From an optimization exercise on the open Yosys and OpenROAD flow, aimed at small area, a short achievable clock period and few clock cycles per item; shortcuts taken in it are not production practice. In this exercise RTL edits were held to simulation tests only and were not proved equivalent to the original. No activity file was given, so power comes from the tool's default toggle rates.

==> flow/design.v (excerpt) <==
module lz77_token_encoder_unit #(
  parameter int SEARCH_SIZE    = lz77_pkg::SEARCH_SIZE_DEF,
  parameter int LOOKAHEAD_SIZE = lz77_pkg::LOOKAHEAD_SIZE_DEF
) (
  input  logic        clk,
  input  logic        rst_n,
  input  logic        in_tvalid,
  output logic        in_tready,
  input  logic [7:0]  in_tdata,    
  input  logic        in_tlast,    
  output logic        out_tvalid,
  input  logic        out_tready,
  output logic [23:0] out_tdata,   
  output logic        out_tlast,   
  input  logic        cfg_valid,
  output logic        cfg_ready,
  input  logic [1:0]  cfg_index,
  input  logic [8:0]  cfg_data
);
  logic [8:0]  window;    
  logic [3:0]  cap;       
  logic [7:0]  q_byte;
  logic        q_last, q_has_last, q_pushed, q_pop;
  logic        q_nonempty, q_owed;
  logic [21:0] tok_data;
  assign cfg_ready = 1'b1;
  always_ff @(posedge clk) begin
    if (!rst_n) begin
      window <= 9'(lz77_pkg::SEARCH_LIMIT_RST);
      cap    <= lz77_pkg::MATCH_LIMIT_RST;
    end else if (cfg_valid) begin
      case (cfg_index)
        lz77_pkg::CFG_SEARCH_LIMIT:
          window <= (cfg_data == '0) ? 9'd1 : (cfg_data > 9'd256) ? 9'd256 : cfg_data;
        lz77_pkg::CFG_MATCH_LIMIT:
          cap <= (cfg_data[3:0] == '0) ? 4'd1 : cfg_data[3:0];
        default: ;
      endcase
    end
  end
  lz77_front u_front (
    .clk       (clk),
    .rst_n     (rst_n),
    .cap       (cap),
    .in_valid  (in_tvalid),
    .in_ready  (in_tready),
    .in_byte   (in_tdata),
    .in_last   (in_tlast),
    .pop       (q_pop),
    .head_byte (q_byte),
    .head_last (q_last),
    .nonempty  (q_nonempty),
    .owed      (q_owed),
    .has_last  (q_has_last),
    .pushed    (q_pushed)
  );
  lz77_engine u_engine (
    .clk        (clk),
    .rst_n      (rst_n),
    .window     (window),
    .cap        (cap),
    .cfg_write  (cfg_valid),
    .q_byte     (q_byte),
    .q_last     (q_last),
    .q_nonempty (q_nonempty),
    .q_owed     (q_owed),
    .q_has_last (q_has_last),
    .q_pushed   (q_pushed),
    .q_pop      (q_pop),
    .tok_valid  (out_tvalid),
    .tok_ready  (out_tready),
    .tok_data   (tok_data),
    .tok_last   (out_tlast)
  );
  assign out_tdata = {2'b00, tok_data[0], tok_data[8:1], tok_data[12:9], tok_data[21:13]};
endmodule
Size in the first run: ~8400 cells after synthesis, roughly 53 I/O pins, roughly 120000 um^2 of cells after synthesis.
==> module lz77_engine, before the edit <==
module lz77_engine (
  input  logic        clk,
  input  logic        rst_n,
  input  logic [8:0]  window,      
  input  logic [3:0]  cap,         
  input  logic        cfg_write,
  input  logic [7:0]  q_byte,
  input  logic        q_last,
  input  logic        q_nonempty,
  input  logic        q_owed,
  input  logic        q_has_last,
  input  logic        q_pushed,
  output logic        q_pop,
  output logic        tok_valid,
  input  logic        tok_ready,
  output logic [21:0] tok_data,
  output logic        tok_last
);
  localparam int N = 256;
  logic [7:0]   sr_r [N];         
  logic [8:0]   fill_r, fill_nxt;
  logic [8:0]   lim_r;            
  logic         armed_r;
  logic         fire;
  logic [N-1:0] eq, vmask;
  logic         s2_v;
  logic [7:0]   s2_byte;
  logic         s2_last;
  logic [N-1:0] eqv_r;            
  logic [N-1:0] m_r;
  logic         start_r;
  logic [3:0]   j_r;
  logic         pend_r;
  logic [3:0]   pend_len_r;
  logic [N-1:0] nvec;
  logic         any;
  logic         capped;
  logic [8:0]   pe_off;
  logic         push;
  logic [22:0]  push_d;
  logic [2:0]   qv;
  logic [22:0]  qd [3];
  always_comb begin
    logic [15:0] gt_hi, eq_hi, gt_lo;
    for (int a = 0; a < 16; a++) begin
      gt_hi[a] = (lim_r[7:4] > 4'(a));
      eq_hi[a] = (lim_r[7:4] == 4'(a));
      gt_lo[a] = (lim_r[3:0] > 4'(a));
    end
    for (int a = 0; a < 16; a++)
      for (int b = 0; b < 16; b++)
        vmask[16*a+b] = lim_r[8] | gt_hi[a] | (eq_hi[a] & gt_lo[b]);
  end
  always_comb begin
    for (int d = 0; d < N; d++) eq[d] = (sr_r[d] == q_byte);
  end
  logic can_start, known_mid;
  assign known_mid = !s2_v && !start_r;
  assign can_start = armed_r && !qv[1] && (q_has_last || q_owed);
  assign fire  = q_nonempty && !(s2_v && s2_last) && (known_mid || can_start);
  assign q_pop = fire;
  logic [8:0] fill_inc, lim_inc, lim_now;
  assign fill_inc = (fill_r == 9'd256) ? fill_r : fill_r + 9'd1;
  assign lim_inc  = (lim_r < window) ? lim_r + 9'd1 : lim_r;
  assign lim_now  = (fill_r < window) ? fill_r : window;
  assign fill_nxt = !fire ? fill_r : (q_last ? 9'd0 : fill_inc);
  always_ff @(posedge clk) begin
    if (!rst_n) begin
      fill_r  <= '0;
      lim_r   <= '0;
      armed_r <= 1'b0;
      s2_v    <= 1'b0;
    end else begin
      if (q_pushed) armed_r <= 1'b1;
      else if (cfg_write) armed_r <= 1'b0;
      fill_r <= fill_nxt;
      lim_r  <= !fire ? lim_now : (q_last ? 9'd0 : lim_inc);
      s2_v   <= fire;
    end
  end
  always_ff @(posedge clk) begin
    eqv_r <= fire ? (eq & vmask) : '1;
    if (fire) begin
      s2_byte <= q_byte;
      s2_last <= q_last;
      sr_r[0] <= q_byte;
      for (int d = 1; d < N; d++) sr_r[d] <= sr_r[d-1];
    end
  end
  assign nvec   = eqv_r & (m_r | {N{start_r}});
  assign any    = (|(eqv_r & m_r)) || (start_r && (|eqv_r));
  assign capped = (j_r == cap);
  logic [16:0] ga_r;
  logic [3:0]  lg_r [17];
  always_ff @(posedge clk) begin
    logic [271:0] xn;
    xn = {15'd0, nvec, 1'b0};
    for (int g = 0; g < 17; g++) begin
      ga_r[g] <= |xn[16*g +: 16];
      lg_r[g] <= 4'd0;
      for (int b = 15; b >= 0; b--) if (xn[16*g+b]) lg_r[g] <= 4'(b);
    end
  end
  always_comb begin
    logic [16:0]  first;
    logic         below;
    logic [4:0]   gsel;
    logic [3:0]   lsel;
    below = 1'b0;
    for (int g = 0; g < 17; g++) begin
      first[g] = ga_r[g] && !below;
      below = below || ga_r[g];
    end
    gsel = '0;
    lsel = '0;
    for (int g = 0; g < 17; g++) begin
      gsel = gsel | ({5{first[g]}} & 5'(g));
      lsel = lsel | ({4{first[g]}} & lg_r[g]);
    end
    pe_off = {gsel, lsel};
  end
  assign push   = pend_r || (s2_v && (capped || !any));
  assign push_d = pend_r ? {pe_off, pend_len_r, 8'd0, 1'b0, 1'b1}
                         : {(start_r ? 9'd0 : pe_off), j_r, s2_byte, 1'b1, s2_last};
  logic end_fix, j_go;
  assign end_fix = capped || s2_last;
  assign j_go    = s2_v && !end_fix;
  always_ff @(posedge clk) begin
    if (!rst_n) begin
      start_r <= 1'b1;
      j_r     <= '0;
      pend_r  <= 1'b0;
    end else begin
      start_r <= (s2_v && end_fix) || (!s2_v && start_r) || (s2_v && !any);
      j_r     <= j_go ? (any ? j_r + 4'd1 : 4'd0) : (s2_v ? 4'd0 : j_r);
      pend_r  <= s2_v && !capped && s2_last && any;
    end
  end
  always_ff @(posedge clk) begin
    m_r        <= nvec;
    pend_len_r <= j_r + 4'd1;
  end
  logic       pop_out;
  logic [2:0] qa;
  assign pop_out = qv[0] && tok_ready;
  assign qa = pop_out ? {1'b0, qv[2:1]} : qv;
  always_ff @(posedge clk) begin
    if (!rst_n) begin
      qv <= '0;
    end else begin
      qv <= push ? {qa[1:0], 1'b1} : qa;
    end
  end
  logic        hold0;
  logic [22:0] new0;
  assign hold0 = qv[0] && !tok_ready;
  assign new0  = qv[1] ? qd[1] : push_d;
  always_ff @(posedge clk) begin
    qd[0] <= ({23{hold0}} & qd[0]) | ({23{!hold0}} & new0);
    if (pop_out) begin
      qd[1] <= qv[2] ? qd[2] : push_d;
      qd[2] <= push_d;
    end else begin
      if (!qv[1]) qd[1] <= push_d;
      if (!qv[2]) qd[2] <= push_d;
    end
  end
  assign tok_valid = qv[0];
  assign tok_data  = qd[0][22:1];
  assign tok_last  = qd[0][0];
endmodule
export LEC_CHECK = 0
export CAP_MARGIN = 20
export CORE_MARGIN = 2
export CORE_UTILIZATION = 40
export CTS_CLUSTER_DIAMETER = 70
export CTS_CLUSTER_SIZE = 30
export SETUP_SLACK_MARGIN = 3.3
export SLEW_MARGIN = 20
create_clock -name core_clock -period 6.0 [get_ports {clk}]
standard.sh (not shown) runs the stock make flow with config.mk's settings and CLKGATE_MAP_FILE= SYNTH_SCRIPT=/design/flow/synth_recipe.tcl, a recipe that flattens the netlist after the stock synthesis.
==> flow/flow/run.sh <==
#!/bin/bash
# The standard layout, except that the port buffers are buf_4 cells
# rather than the delay buffers buffer_ports picks on its own. Every port
# still gets its buffer. The make output goes to standard_flow.log here;
# ORFS keeps each step's log under orfs/logs.
set -euo pipefail
export BUFFER_PORTS_ARGS="-buffer_cell sky130_fd_sc_hd__buf_4"
bash standard.sh > standard_flow.log 2>&1
Testbench counts at the start, summed over its fixed seeds: cycles 7,342, bytes 7,200.
==> next run, changes <==
--- a/flow/design.v
+++ b/flow/design.v
@@ -210,35 +210,37 @@
   end
   assign nvec   = eqv_r & (m_r | {N{start_r}});
   assign any    = (|(eqv_r & m_r)) || (start_r && (|eqv_r));
   assign capped = (j_r == cap);
   logic [16:0] ga_r;
-  logic [3:0]  lg_r [17];
   always_ff @(posedge clk) begin
     logic [271:0] xn;
     xn = {15'd0, nvec, 1'b0};
-    for (int g = 0; g < 17; g++) begin
-      ga_r[g] <= |xn[16*g +: 16];
-      lg_r[g] <= 4'd0;
-      for (int b = 15; b >= 0; b--) if (xn[16*g+b]) lg_r[g] <= 4'(b);
-    end
+    for (int g = 0; g < 17; g++) ga_r[g] <= |xn[16*g +: 16];
   end
   always_comb begin
+    logic [271:0] x;
+    logic [3:0]   lg [17];
     logic [16:0]  first;
     logic         below;
     logic [4:0]   gsel;
     logic [3:0]   lsel;
+    x = {15'd0, m_r, 1'b0};
+    for (int g = 0; g < 17; g++) begin
+      lg[g] = 4'd0;
+      for (int b = 15; b >= 0; b--) if (x[16*g+b]) lg[g] = 4'(b);
+    end
     below = 1'b0;
     for (int g = 0; g < 17; g++) begin
       first[g] = ga_r[g] && !below;
       below = below || ga_r[g];
     end
     gsel = '0;
     lsel = '0;
     for (int g = 0; g < 17; g++) begin
       gsel = gsel | ({5{first[g]}} & 5'(g));
-      lsel = lsel | ({4{first[g]}} & lg_r[g]);
+      lsel = lsel | ({4{first[g]}} & lg[g]);
     end
     pe_off = {gsel, lsel};
   end
   assign push   = pend_r || (s2_v && (capped || !any));
   assign push_d = pend_r ? {pe_off, pend_len_r, 8'd0, 1'b0, 1'b1}
Outcome:
- The changed run went through all stages and came out clean
- global-route usage climbs by 0.80 points
- cell count shrinks by 1.1%
- worst setup slack gets worse by 10 ps
- wire length grows by about 3.4%
- die area came out lower by 0.72%
- clock skew is higher by 9.8 ps
- count of clock-buffer cells in the layout decreases by 3
- sequential share of layout area decreases by 0.88 points
- non-clock buffer count grows by 13
- total power barely changes
- combinational power increases by about 13%
Testbench counts after the change, summed over its fixed seeds: cycles 7,342, bytes 7,200.

==> re-timing with driven ports <==
In the flow no input, the clock included, has a driving cell. The finished layouts below were timed again as built, in two steps. Step 1 assumes that a clkbuf_16 drives the clock port and a buf_2 every other input. Step 2 times the ports against the registers' clock, not the clock port: input delays grow and output delays shrink by t, the midpoint of the rising clock arrivals with the driver on. Slacks: no drivers / after step 1 / after step 2; pairs: no drivers / after step 1.
| run | t, ns | slack for setup (ns) | worst setup path after step 2 |
|---|---|---|---|
| the first run | 0.961 | 3.152 / 3.057 / 2.547 | input to register |
| the second run | 0.970 | 3.141 / 3.118 / 2.648 | input to register |
After both steps setup and hold are still met in every run listed. For the first run, which loses most, drivers alone change the setup slack by -0.095 ns; drivers and shift together by -0.605 ns.
